What follows belongs to an exercise in optimizing a design on an open flow for small area, a short achievable clock period and few clock cycles per item; a production flow would make more cautious choices. No functional check of the RTL was part of any run shown here.

==> flow/design.v, too long to show whole: its modules and the start of the top module <==
// module epoch_seconds_to_civil_date_top: 2409 lines
module epoch_seconds_to_civil_date_top (
	input  logic                                clk,
	input  logic                                arst_n,
	input  logic                                in_valid,
	output logic                                in_ready,
	input  logic signed [e2cd_pkg::SECS_W-1:0]  unix_seconds,
	output logic                                out_valid,
	input  logic                                out_ready,
	output logic signed [e2cd_pkg::YEAR_W-1:0]  year,
	output logic [e2cd_pkg::MONTH_W-1:0]        month,
	output logic [e2cd_pkg::DOM_W-1:0]          day_of_month,
	output logic [e2cd_pkg::WDAY_W-1:0]         weekday
);
  // ...
==> flow/run.sh <==
#!/bin/bash
# synth_recipe.tcl (not shown) runs the flow's synth.tcl, then flattens the netlist and writes it again
# the make line also repeats each setting of config.mk as NAME=value (left out here)
make -C /OpenROAD-flow-scripts/flow DESIGN_CONFIG=/design/flow/config.mk WORK_HOME=/design/flow/orfs CLKGATE_MAP_FILE= SYNTH_SCRIPT=/design/flow/synth_recipe.tcl finish
==> flow/config.mk <==
export PLATFORM = sky130hd
export DESIGN_NAME = epoch_seconds_to_civil_date_top
export DESIGN_NICKNAME = epoch_seconds_to_civil_date_top
export VERILOG_FILES = /design/flow/design.v
export SDC_FILE = /design/flow/constraint.sdc
export NUM_CORES = 4
export LEC_CHECK = 0
export ABC_AREA = 1
export CAP_MARGIN = 20
export CORE_MARGIN = 2
export CORE_UTILIZATION = 45
export SETUP_SLACK_MARGIN = 4.0
export SLEW_MARGIN = 20
==> flow/constraint.sdc <==
create_clock -name core_clock -period 8.5 [get_ports {clk}]
set_input_delay 1.7000 -clock core_clock [delete_from_list [all_inputs] [get_ports {clk}]]
set_output_delay 1.7000 -clock core_clock [all_outputs]
set_load 0.01 [all_outputs]
==> metrics.md, run 1 <==
| Metric | Value |
|---|---|
| Status | finished clean |
| Share of layout cells above drive strength 1 | 0.1978 |
| Routed via count | 19.84k |
| Die X | 256.0 µm |
| CP Buf/Inv Count | 5 |
| IO Port Bufs | 82 |
| Clk tree area frac | 0.03084 |
| Clock buffer count | 38 |
| Most frequent cells in the layout | inv_1 (597), fa_1 (371), nand2_1 (349), edfxtp_1 (280), ha_1 (247) |
| Minimum clock period | 5.201 ns |
| Max FFs per register | 41 |
| N_diodes | 0 |
| Most common cell after layout, fill and taps aside | inv_1 |
| Regs by FF count | s_0 x41, out_q x36, skid_q x36 |
| Mean Syn Cell Area | 10.32 µm² |
| Worst R2R Start | yc_4[2] |
| FFs & Latches | 287 |
| Routed WL | 67.80 mm |
| Hold WC Path Type | register to register |
| Die Y | 256.0 µm |
| Count leader, synth | inv_1 |
| Arr. time, crit path | 5.47 ns |
| Sink Count | 287 |
| GP Congestion | 0.9607 |
| Area after DPL | 30610 µm² |
| R2R setup slack | 3.30 ns |
| Top FF cell, synth | edfxtp_1 |
| Final Non-Filler Cells | 3991 |
| Area occupied by multi-input gates | 19090 µm² |
| Final Skew | 0.02695 ns |
| Hold_ws | 0.4143 ns |
| Largest register by flop count | s_0 |
| Die ar. | 65520 µm² |
| Max Used Layer | met4 |
| Signal buf overhead | 0.08274 |
| Min-delay src | s_0[22] |
| Placed Instances | 3686 |
==> run 2: changes to the inputs <==
--- a/flow/design.v
+++ b/flow/design.v
@@ -14,24 +14,22 @@
 	input  logic signed [e2cd_pkg::SECS_W-1:0]  unix_seconds,
 	output logic                                out_valid,
 	input  logic                                out_ready,
 	output logic signed [e2cd_pkg::YEAR_W-1:0]  year,
 	output logic [e2cd_pkg::MONTH_W-1:0]        month,
 	output logic [e2cd_pkg::DOM_W-1:0]          day_of_month,
 	output logic [e2cd_pkg::WDAY_W-1:0]         weekday
 );
-	localparam int NV = 5;    
+	localparam int NV = 6;    
 	logic          adv;
 	logic [NV-1:0] vld_q;
 	logic          ov_q;
 	logic [35:0]   out_q;
-	logic kv_q;
-	logic [35:0] skid_q;
-	assign adv = !kv_q;
+	assign adv = !ov_q || out_ready;
 	assign in_ready = adv;
 	logic [40:0] s_0;
 	always_ff @(posedge clk) begin
 		if (adv) begin
 			s_0 <= unix_seconds[47:7];
 		end
 	end
 	logic [14:0] q0_1;
@@ -2304,113 +2302,88 @@
 	logic [8:0] ny_b;
 	logic [9:0] ny_sum;
 	assign ny_a = {ny_w42, ny_w40, ny_w38, ny_w36, ny_w34, ny_w32, ny_w30, ny_w28, ncl_4[0]} ^ 9'd4;
 	assign ny_b = {ny_w43, ny_w41, ny_w39, ny_w37, ny_w35, ny_w33, ny_w31, ny_w29, ny_w27} ^ 9'd2;
 	assign ny_sum = 10'(ny_a) + 10'(ny_b);
 	logic [8:0] ny;
 	assign ny = ny_sum[8:0];
 	logic [3:0] mp;
-	logic [8:0] mstart;
-	logic       jf;
 	always_comb begin
 		mp = '0;
-		mstart = '0;
-		if (ny >= 9'd31)  begin mp = 4'd1;  mstart = 9'd31;  end
-		if (ny >= 9'd61)  begin mp = 4'd2;  mstart = 9'd61;  end
-		if (ny >= 9'd92)  begin mp = 4'd3;  mstart = 9'd92;  end
-		if (ny >= 9'd122) begin mp = 4'd4;  mstart = 9'd122; end
-		if (ny >= 9'd153) begin mp = 4'd5;  mstart = 9'd153; end
-		if (ny >= 9'd184) begin mp = 4'd6;  mstart = 9'd184; end
-		if (ny >= 9'd214) begin mp = 4'd7;  mstart = 9'd214; end
-		if (ny >= 9'd245) begin mp = 4'd8;  mstart = 9'd245; end
-		if (ny >= 9'd275) begin mp = 4'd9;  mstart = 9'd275; end
-		if (ny >= 9'd306) begin mp = 4'd10; mstart = 9'd306; end
-		if (ny >= 9'd337) begin mp = 4'd11; mstart = 9'd337; end
+		if (ny >= 9'd31)  mp = 4'd1;
+		if (ny >= 9'd61)  mp = 4'd2;
+		if (ny >= 9'd92)  mp = 4'd3;
+		if (ny >= 9'd122) mp = 4'd4;
+		if (ny >= 9'd153) mp = 4'd5;
+		if (ny >= 9'd184) mp = 4'd6;
+		if (ny >= 9'd214) mp = 4'd7;
+		if (ny >= 9'd245) mp = 4'd8;
+		if (ny >= 9'd275) mp = 4'd9;
+		if (ny >= 9'd306) mp = 4'd10;
+		if (ny >= 9'd337) mp = 4'd11;
 	end
-	assign jf = (ny >= 9'd306);
-	logic yr_w1;
-	logic yr_w2;
-	logic yr_w3;
-	logic yr_w4;
-	logic yr_w5;
-	logic yr_w6;
-	logic yr_w7;
-	logic yr_w8;
-	logic yr_w9;
-	logic yr_w10;
-	logic yr_w11;
-	logic yr_w12;
-	logic yr_w13;
-	logic yr_w14;
-	assign yr_w1 = yhi_4[0] ^ yc_4[0];
-	assign yr_w2 = yhi_4[0] & yc_4[0];
-	assign yr_w3 = yhi_4[1] ^ yc_4[1];
-	assign yr_w4 = yhi_4[1] & yc_4[1];
-	assign yr_w5 = yhi_4[2] ^ yc_4[2];
-	assign yr_w6 = yhi_4[2] & yc_4[2];
-	assign yr_w7 = yhi_4[3] ^ yc_4[3];
-	assign yr_w8 = yhi_4[3] & yc_4[3];
-	assign yr_w9 = yhi_4[4] ^ yc_4[4];
-	assign yr_w10 = yhi_4[4] & yc_4[4];
-	assign yr_w11 = yhi_4[5] ^ yc_4[5];
-	assign yr_w12 = yhi_4[5] & yc_4[5];
-	assign yr_w13 = yhi_4[6] ^ yc_4[6];
-	assign yr_w14 = yhi_4[6] & yc_4[6];
 	logic [23:0] yr_a;
 	logic [23:0] yr_b;
 	logic [24:0] yr_sum;
-	assign yr_a = {yhi_4[23], yhi_4[22], yhi_4[21], yhi_4[20], yhi_4[19], yhi_4[18], yhi_4[17], yhi_4[16], yhi_4[15], yhi_4[14], yhi_4[13], yhi_4[12], yhi_4[11], yhi_4[10], yhi_4[9], yhi_4[8], yhi_4[7], yr_w12, yr_w10, yr_w8, yr_w6, yr_w4, yr_w2, jf} ^ 24'd0;
-	assign yr_b = {1'b0, 1'b0, 1'b0, 1'b0, 1'b0, 1'b0, 1'b0, 1'b0, 1'b0, 1'b0, 1'b0, 1'b0, 1'b0, 1'b0, 1'b0, 1'b0, yr_w14, yr_w13, yr_w11, yr_w9, yr_w7, yr_w5, yr_w3, yr_w1} ^ 24'd0;
+	assign yr_a = {yhi_4[23], yhi_4[22], yhi_4[21], yhi_4[20], yhi_4[19], yhi_4[18], yhi_4[17], yhi_4[16], yhi_4[15], yhi_4[14], yhi_4[13], yhi_4[12], yhi_4[11], yhi_4[10], yhi_4[9], yhi_4[8], yhi_4[7], yhi_4[6], yhi_4[5], yhi_4[4], yhi_4[3], yhi_4[2], yhi_4[1], yhi_4[0]} ^ 24'd0;
+	assign yr_b = {1'b0, 1'b0, 1'b0, 1'b0, 1'b0, 1'b0, 1'b0, 1'b0, 1'b0, 1'b0, 1'b0, 1'b0, 1'b0, 1'b0, 1'b0, 1'b0, 1'b0, yc_4[6], yc_4[5], yc_4[4], yc_4[3], yc_4[2], yc_4[1], yc_4[0]} ^ 24'd0;
 	assign yr_sum = 25'(yr_a) + 25'(yr_b);
-	logic [23:0] y5;
-	assign y5 = yr_sum[23:0];
-	logic [3:0]  m5;
-	logic [4:0]  d5;
+	logic [23:0] ys;
+	assign ys = yr_sum[23:0];
+	logic [8:0]  ny_5;
+	logic [3:0]  mp_5;
+	logic [23:0] ys_5;
+	logic [2:0]  wd_5;
+	always_ff @(posedge clk) begin
+		if (adv) begin
+			ny_5 <= ny;
+			mp_5 <= mp;
+			ys_5 <= ys;
+			wd_5 <= wd_4;
+		end
+	end
+	logic [8:0]  mstart;
+	logic        jf;
+	logic [23:0] y6;
+	logic [3:0]  m6;
+	logic [4:0]  d6;
 	logic [35:0] res5;
-	assign m5   = jf ? 4'(mp - 4'd9) : 4'(mp + 4'd3);
-	assign d5   = 5'(ny - mstart + 9'd1);
-	assign res5 = {y5, m5, d5, wd_4};
-	logic take;
-	logic arrive;
-	assign take   = ov_q && out_ready;
-	assign arrive = adv && vld_q[NV-1];
+	always_comb begin
+		case (mp_5)
+			4'd1:    mstart = 9'd31;
+			4'd2:    mstart = 9'd61;
+			4'd3:    mstart = 9'd92;
+			4'd4:    mstart = 9'd122;
+			4'd5:    mstart = 9'd153;
+			4'd6:    mstart = 9'd184;
+			4'd7:    mstart = 9'd214;
+			4'd8:    mstart = 9'd245;
+			4'd9:    mstart = 9'd275;
+			4'd10:   mstart = 9'd306;
+			4'd11:   mstart = 9'd337;
+			default: mstart = 9'd0;
+		endcase
+	end
+	assign jf   = (mp_5 >= 4'd10);
+	assign y6   = ys_5 + 24'(jf);
+	assign m6   = jf ? 4'(mp_5 - 4'd9) : 4'(mp_5 + 4'd3);
+	assign d6   = 5'(ny_5 - mstart + 9'd1);
+	assign res5 = {y6, m6, d6, wd_5};
 	always_ff @(posedge clk or negedge arst_n) begin
 		if (!arst_n) begin
 			vld_q <= '0;
 			ov_q  <= 1'b0;
-			kv_q  <= 1'b0;
-		end else begin
-			if (adv) begin
-				vld_q <= {vld_q[NV-2:0], in_valid};
-			end
-			if (kv_q) begin
-				if (take) begin
-					kv_q <= 1'b0;
-				end
-			end else if (arrive) begin
-				if (ov_q && !out_ready) begin
-					kv_q <= 1'b1;
-				end else begin
-					ov_q <= 1'b1;
-				end
-			end else if (take) begin
-				ov_q <= 1'b0;
-			end
+		end else if (adv) begin
+			vld_q <= {vld_q[NV-2:0], in_valid};
+			ov_q  <= vld_q[NV-1];
 		end
 	end
 	always_ff @(posedge clk) begin
-		if (!kv_q && arrive && ov_q && !out_ready) begin
-			skid_q <= res5;
-		end
-		if (kv_q) begin
-			if (take) begin
-				out_q <= skid_q;
-			end
-		end else if (arrive && (!ov_q || out_ready)) begin
+		if (adv) begin
 			out_q <= res5;
 		end
 	end
 	assign out_valid    = ov_q;
 	assign year         = out_q[35:12];
 	assign month        = out_q[11:8];
 	assign day_of_month = out_q[7:3];
 	assign weekday      = out_q[2:0];
--- a/flow/config.mk
+++ b/flow/config.mk
@@ -4,10 +4,10 @@
 export VERILOG_FILES = /design/flow/design.v
 export SDC_FILE = /design/flow/constraint.sdc
 export NUM_CORES = 4
 export LEC_CHECK = 0
 export ABC_AREA = 1
 export CAP_MARGIN = 20
 export CORE_MARGIN = 2
 export CORE_UTILIZATION = 45
-export SETUP_SLACK_MARGIN = 4.0
+export SETUP_SLACK_MARGIN = 3.6
 export SLEW_MARGIN = 20
==> metrics.md, run 2 <==
| Metric | Value |
|---|---|
| Area after DPL | 30980 µm² (+1.2%) |
| Fin util | 0.5101 |
| Synth async-reset ratio | 0.02439 |
| Vias in the first global route | 20.78k |
| CTS Buf Count | 35 |
| Skew-Pair Late Insertion Delay | 0.54 ns |
| Routed via count | 19.69k (-0.76%) |
| Post-synthesis net count | 3575 |
| #FFs+latches synth | 287 |
| Nets | 3752 |
| Most frequent cells in the layout | inv_1 (667), fa_1 (393), nand2_1 (333), ha_1 (292), edfxtp_1 (280) |
| Top Ports | 90 |
| Fmax | 0.2068 GHz |
| Clock buffer depth | 3 |
| Initial DRT Pass Iterations | 6 |
| DR WL/cell | 16.65 µm |
| Arr. time, crit path | 3.13 ns (-2.34 ns) |
| Final setup fails | 0 |
| Top FF cell, synth | edfxtp_1 |
| First-pass GRT wire length | 106.8 mm |
| Crit end category | output pin |
| Area grow syn2layout | 12.55% |
| Placed Instances | 3773 (+2.4%) |
| Vias per cell | 5.053 |
| Regs by FF count | s_0 x41, out_q x36 |
| Max-cap viol count | 0 |
| Worst slew pin tran | 0.9896 ns |
| Sequential cell area fraction in the yosys report | 0.2954 |
| Library cells used by synthesis | 55 |
| Share of layout cells above drive strength 1 | 0.05722 (-0.1406) |
| Core area | 64120 µm² |
| Die X | 258.1 µm (+0.84%) |
| IO Port Bufs | 82 (unchanged) |
| Startpoint Class | input pin |
| Hold buffers post-CTS | 0 |
| Final Non-Filler Cells | 3896 (-2.4%) |
| Most area-consuming cells after synthesis | edfxtp_1 (29%), fa_1 (27%), ha_1 (13%) |
| Die Y | 258.1 µm (+0.84%) |
| Final instance area | 32710 µm² |
| Clk pin slew, worst setup/hold paths | 0.05 ns |
| RSZ-0062 raised after global routing | true |
| Mean Syn Cell Area | 10.24 µm² (-0.72%) |
| GP Congestion | 0.9275 (-3.5%) |
| Hpwl dp | 53.26 mm |
| Antenna viol nets, final | 0 |
| Pin count of the biggest net entering global routing | 176 |
| Synth warn | 1 |
| Count leader, synth | inv_1 |
| Setup Crit Path Kind | input pin to output pin |
| Routed WL | 64.87 mm (-4.3%) |
| Std-Cell Rows | 93 |
| CTS tree | built |
| Rel. slew slack | 0.3403 |
| Post-synth top area cell | edfxtp_1 |
| Hold Violations, Final | 0 |
| Initial antenna violation count | 0 |
| Overflow after GRT | 0 |
| Total track usage | 0.2002 |
| Top cell type's share of synthesized area | 0.2893 |
| Most common cell after layout, fill and taps aside | inv_1 |
| Die ar. | 66630 µm² (+1.7%) |
| Number of synthesized flops with an enable pin | 280 |
| CTS H-tree depth | 2 |
| Post-Syn Area | 29060 µm² |
| Crit share post-route | 0.5688 |
| Max FFs per register | 41 (unchanged) |
| Minimum clock period | 4.835 ns (-0.3660 ns) |
| Hold WC Path Type | register to register |
| Largest register by flop count | s_0 |
| Setup TNS | 0 ns |
| CP Data Required Time | 6.80 ns |
| Initial core utilization | 0.4533 |
| Post-synthesis instance total | 2837 |
| DRC violations left | 0 |
| Status | finished clean |
| Sink Count | 287 (unchanged) |
| CP Max Fanout | 45 |
| 1st-iter DRT viols | 1072 |
| N_diodes | 0 (unchanged) |
| Clock Root Buffer | clkbuf_16 |
| Final Skew | 0.01491 ns (-0.01204 ns) |
| Top post-synthesis cells by count | inv_1 (678), fa_1 (393), nand2_1 (334), ha_1 (293), edfxtp_1 (280) |
| Fin. max-slew vios | 0 |
## run 2: cell types whose count changed after synthesis, moves of 7 or more
cell	before	now
nand2_1	387	334
inv_1	648	678
nor2_1	111	138
o21ai_0	79	92
xor2_1	96	109
nand3_1	61	73
nor3_1	16	27
xnor2_1	45	56
a211oi_1	4	11
clkbuf_1	10	3
## run 2: worst paths after layout
kind                           start        to  slack (ns)  depth (start not counted)
setup / recovery           out_ready  in_ready        3.67                          4
hold / removal              q0_2[12]  q0_3[12]        0.42                          0
setup reg to reg             r_2[20]   n_3[14]        3.74                         19
hold reg to reg             q0_2[12]  q0_3[12]        0.42                          0
max in group asynchronous     arst_n  vld_q[2]        6.84                          1
min in group asynchronous     arst_n      ov_q        1.42                          1
## run 2: metrics by stage
step / hold slack (ns) / setup slack, ns
finish: 0.4164 / 3.665
global route: 0.4216 / 3.520
CTS: 0.4161 / 3.623
detailed placement: 0.4045 / 3.012
global placement: 0.4015 / 2.991
floorplan: 0.4003 / 3.705
## run 2: layout make-up
class                   instances  area (µm²)
fillers                      5794       31410
multi-input cells            1862       17950
flip-flops and latches        287        8583
inverters                     684        2599
repair buffers                144        1299
well taps                     855        1070
clock buffers                  44       950.9
clock inverters                20       252.7
## run 2: routing by layer
metal	routed length, µm	share of wire	track usage
met3	2408	0.037	0.02336
met2	32350	0.50	0.3536
met4	2202	0.034	0.06776
met5	0	0	0
met1	27900	0.43	0.2554
## run 2: kinds of logic (layout without fill, tap and decap cells)
group | count (synthesis) | after routing | share of synthesized area
AOI/OAI and AO/OA | 368 | 368 | 0.07294
xor gates and xnor gates | 165 | 165 | 0.04973
and+or+nand+nor | 642 | 642 | 0.09584
adders and majority gates | 686 | 686 | 0.3969
muxes | 1 | 1 | 0.0003875
DFF | 287 | 287 | 0.2954
buffers and inverters | 688 | 892 | 0.08887
## run 2: critical path, cell delays in order
cell	delay, ns
clkdlybuf4s50_1	0.45
inv_1	0.09
nand2_8	0.26
clkdlybuf4s50_1	0.61
## run 2: what timing repair did
action                                  in CTS  in global routing
endpoints found under the setup margin      27                 23
gates resized for setup                     11                 15
hold endpoints to repair                     0                  0
pin swaps                                    0                  2
setup buffers                               19                 40
cloned                                       0                  0
==> run 3: changes to the inputs <==
--- a/flow/config.mk
+++ b/flow/config.mk
@@ -11,3 +11,3 @@
 export CORE_UTILIZATION = 45
-export SETUP_SLACK_MARGIN = 3.6
+export SETUP_SLACK_MARGIN = 4.0
 export SLEW_MARGIN = 20
==> metrics.md, run 3 <==
| Metric | Value |
|---|---|
| Nets | 3813 (+1.6%) |
| Synth warn | 1 (unchanged) |
| CTS Buf Count | 36 (+2.9%) |
| Count leader, synth | inv_1 |
| Clk pin slew, worst setup/hold paths | 0.06 ns (about the same) |
| R2R cell count | 20 (+1) |
| Hold_ws | 0.4088 ns (-0.007589 ns) |
| Total track usage | 0.2073 (+0.007080) |
| Die X | 258.1 µm (unchanged) |
| Mean Syn Cell Area | 10.24 µm² (unchanged) |
| #FFs+latches synth | 287 (unchanged) |
| Regs by FF count | s_0 x41, out_q x36 |
| Worst r2r dst | n_3[14] |
| CP Buf/Inv Count | 6 (+3) |
| Arr. time, crit path | 4.86 ns (+1.73 ns) |
| Fin util | 0.5280 (+0.01784) |
| Hpwl dp | 52.85 mm (-0.76%) |
| Hold Violations, Final | 0 (unchanged) |
| CTS H-tree depth | 2 (unchanged) |
| Top Ports | 90 (unchanged) |
| CP Max Fanout | 3 (-93%) |
| GP Congestion | 0.9219 (-0.60%) |
| Most common cell after layout, fill and taps aside | inv_1 |
| CP dominant cell by count | fa_1 |
| Share of layout cells above drive strength 1 | 0.1126 (+0.05536) |
| Sequential cell area fraction in the yosys report | 0.2954 (unchanged) |
| Minimum clock period | 4.576 ns (-0.2591 ns) |
| Startpoint Class | register |
| CP Data Required Time | 8.78 ns (+1.98 ns) |
| Initial antenna violation count | 0 (unchanged) |
| DRC violations left | 0 (unchanged) |
| 1st-iter DRT viols | 940 (-12%) |
| IO Port Bufs | 82 (unchanged) |
| Initial core utilization | 0.4533 (unchanged) |
| # fillers | 5680 (-2.0%) |
| Std-Cell Rows | 93 (unchanged) |
| Worst slew pin tran | 1.013 ns (+0.02353 ns) |
| First-pass GRT wire length | 110.0 mm (+3.0%) |
| Post-synthesis instance total | 2837 (unchanged) |
| Min-delay src | wd_5[2] |
| Overflow after GRT | 0 (unchanged) |
| Top FF cell, synth | edfxtp_1 |
| RSZ-0062 raised after global routing | true |
| N_diodes | 0 (unchanged) |
| Status | finished clean |
| Clock Root Buffer | clkbuf_16 |
| Stages on the worst setup path | 20 (+16) |
| Hold buffers post-CTS | 0 (unchanged) |
| Crit path cell chain | clkinvlp_4 -> buf_6 -> fa_1 -> fa_1 -> inv_1 -> fa_1 -> inv_1 -> fa_1 -> inv_2 -> ha_4 -> a21oi_4 -> nand2_2 -> a21oi_4 -> inv_2 -> a21oi_4 -> o21ai_2 -> and2_4 -> o21ai_4 -> nand2_2 -> xor2_1 |
| Most frequent cells in the layout | inv_1 (652), fa_1 (386), nand2_1 (320), edfxtp_1 (280), ha_1 (274) |
| Library cells used by synthesis | 55 (unchanged) |
| Top cell type's share of synthesized area | 0.2893 (unchanged) |
| Sink Count | 287 (unchanged) |
| Max FFs per register | 41 (unchanged) |
| Final setup fails | 0 (unchanged) |
| Setup TNS | 0 ns (unchanged) |
| Antenna viol nets, final | 0 (unchanged) |
| Routed via count | 19.96k (+1.4%) |
| R2R setup slack | 3.92 ns (+0.18 ns) |
| Area grow syn2layout | 16.49% |
| Final Non-Filler Cells | 3955 (+1.5%) |
| Max incr delay on CP | 0.49 ns (-0.12 ns) |
| Crit share post-route | 0.5383 (-0.03048) |
| Family with the most delay on the worst path | adder cells |
| Critical path's slowest cell | fa_1 |
| Crit end category | register |
| Pin count of the biggest net entering global routing | 162 (-8.0%) |
| Die Y | 258.1 µm (unchanged) |
| Setup Crit Path Kind | register to register |
| WHS Endpoint | out_q[2] |
| Largest register by flop count | s_0 |
| Most area-consuming cells after synthesis | edfxtp_1 (29%), fa_1 (27%), ha_1 (13%) |
| Final Skew | 0.01675 ns (+0.001833 ns) |
| Fmax | 0.2186 GHz (+5.7%) |
| Hold depth | 0 (unchanged) |
| Top post-synthesis cells by count | inv_1 (678), fa_1 (393), nand2_1 (334), ha_1 (293), edfxtp_1 (280) |
| Clock buffer depth | 3 (unchanged) |
| Vias per cell | 5.047 (-0.12%) |
| Placed Instances | 3773 (unchanged) |
| Post-Syn Area | 29060 µm² (unchanged) |
| Fin. max-slew vios | 0 (unchanged) |
| Number of synthesized flops with an enable pin | 280 (unchanged) |
| Hold WC Path Type | register to register |
| Worst R2R Start | r_2[20] |
| Core area | 64120 µm² (unchanged) |
| Post-synth top area cell | edfxtp_1 |
| Post-synthesis net count | 3575 (unchanged) |
| Vias in the first global route | 21.35k (+2.8%) |
| Synth async-reset ratio | 0.02439 (unchanged) |
| Rel. slew slack | 0.3246 (-0.01569) |
| CTS tree | built |
| Max-cap viol count | 0 (unchanged) |
| Initial DRT Pass Iterations | 6 (unchanged) |
| Routed WL | 67.28 mm (+3.7%) |
| DR WL/cell | 17.01 µm (+2.2%) |
| Skew-Pair Late Insertion Delay | 0.55 ns (about the same) |
| Die ar. | 66630 µm² (unchanged) |
-- run 3: cells by family after synthesis --
logic type / Yosys count / share of synthesized area
muxes: 1 / 0.0003875
and+or+nand+nor: 642 / 0.09584
AOI/OAI and AO/OA: 368 / 0.07294
xor gates and xnor gates: 165 / 0.04973
DFF: 287 / 0.2954
buffers and inverters: 688 / 0.08887
adders and majority gates: 686 / 0.3969
-- run 3: final cells by class --
type	instances	area, µm²	share of cell area
Clock buffer	42	923.4	0.02728
Clock inverter	21	267.8	0.007910
Inverter	684	2626	0.07758
Multi-Input combinational cell	1864	18600	0.5494
Sequential cell	287	8583	0.2536
Tap cell	855	1070	0.03160
Timing Repair Buffer	202	1783	0.05267
-- run 3: worst max-delay path by stage --
stage | start | end
floorplan | cen_3[0] | yc_4[1]
global placement | r_2[20] | n_3[14]
detailed placement | r_2[20] | n_3[14]
CTS | r_2[22] | n_3[14]
global route | r_2[20] | n_3[14]
finish | r_2[20] | n_3[14]
-- run 3: repair_timing --
action	in CTS	in global routing
endpoints found under the setup margin	37	41
pin swaps	22	41
gates cloned	2	0
resized for setup	90	94
setup buffers	69	48
-- run 3: per-stage QoR --
stage               setup slack, ns  area, µm²
detailed placement            3.068      30980
CTS                           3.843      33080
finish                        3.924      33850
global route                  3.745      33850
global placement              3.039      30980
floorplan                     4.028      29080
-- run 3: metal layers --
metal	track usage	up-vias	wire (µm)
met5	0	-	0
met4	0.07161	0	2265
met3	0.02493	130	2115
met2	0.3698	375	34230
met1	0.2602	9863	28670
li1	-	9594	-

-- separate check: timing with driven ports --
No port has a modelled driver above. Below, the same layouts with a new extraction and two added sets of constraints.
Step 1 sets driving cells, clkbuf_16 on the clock port and buf_2 on the other inputs (assumed; they add their load-dependent delay and slew).
Step 2 also shifts input and output timing later by t, the mid clock arrival at the registers, as if the neighbouring blocks saw the same clock.
Slacks: ideal ports / drivers / drivers and shift; pairs: ideal ports / drivers.
run	shift t [ns]	setup WS [ns]	worst setup path at the end	slew at the worst register clock pin (ns)	worst data-port slew with drivers (ns)
run 1	0.587	3.299 / 3.299 / 3.299	register to register	0.06 / 0.06	0.04
run 2	0.596	3.665 / 3.642 / 3.642	input to output	0.06 / 0.06	0.05
run 3	0.603	3.924 / 3.924 / 3.924	register to register	0.07 / 0.07	0.04
After both steps setup and hold are still met in every run listed. The setup slack of run 2, which loses most, moves by -0.023 ns with the drivers and by -0.023 ns with both steps.
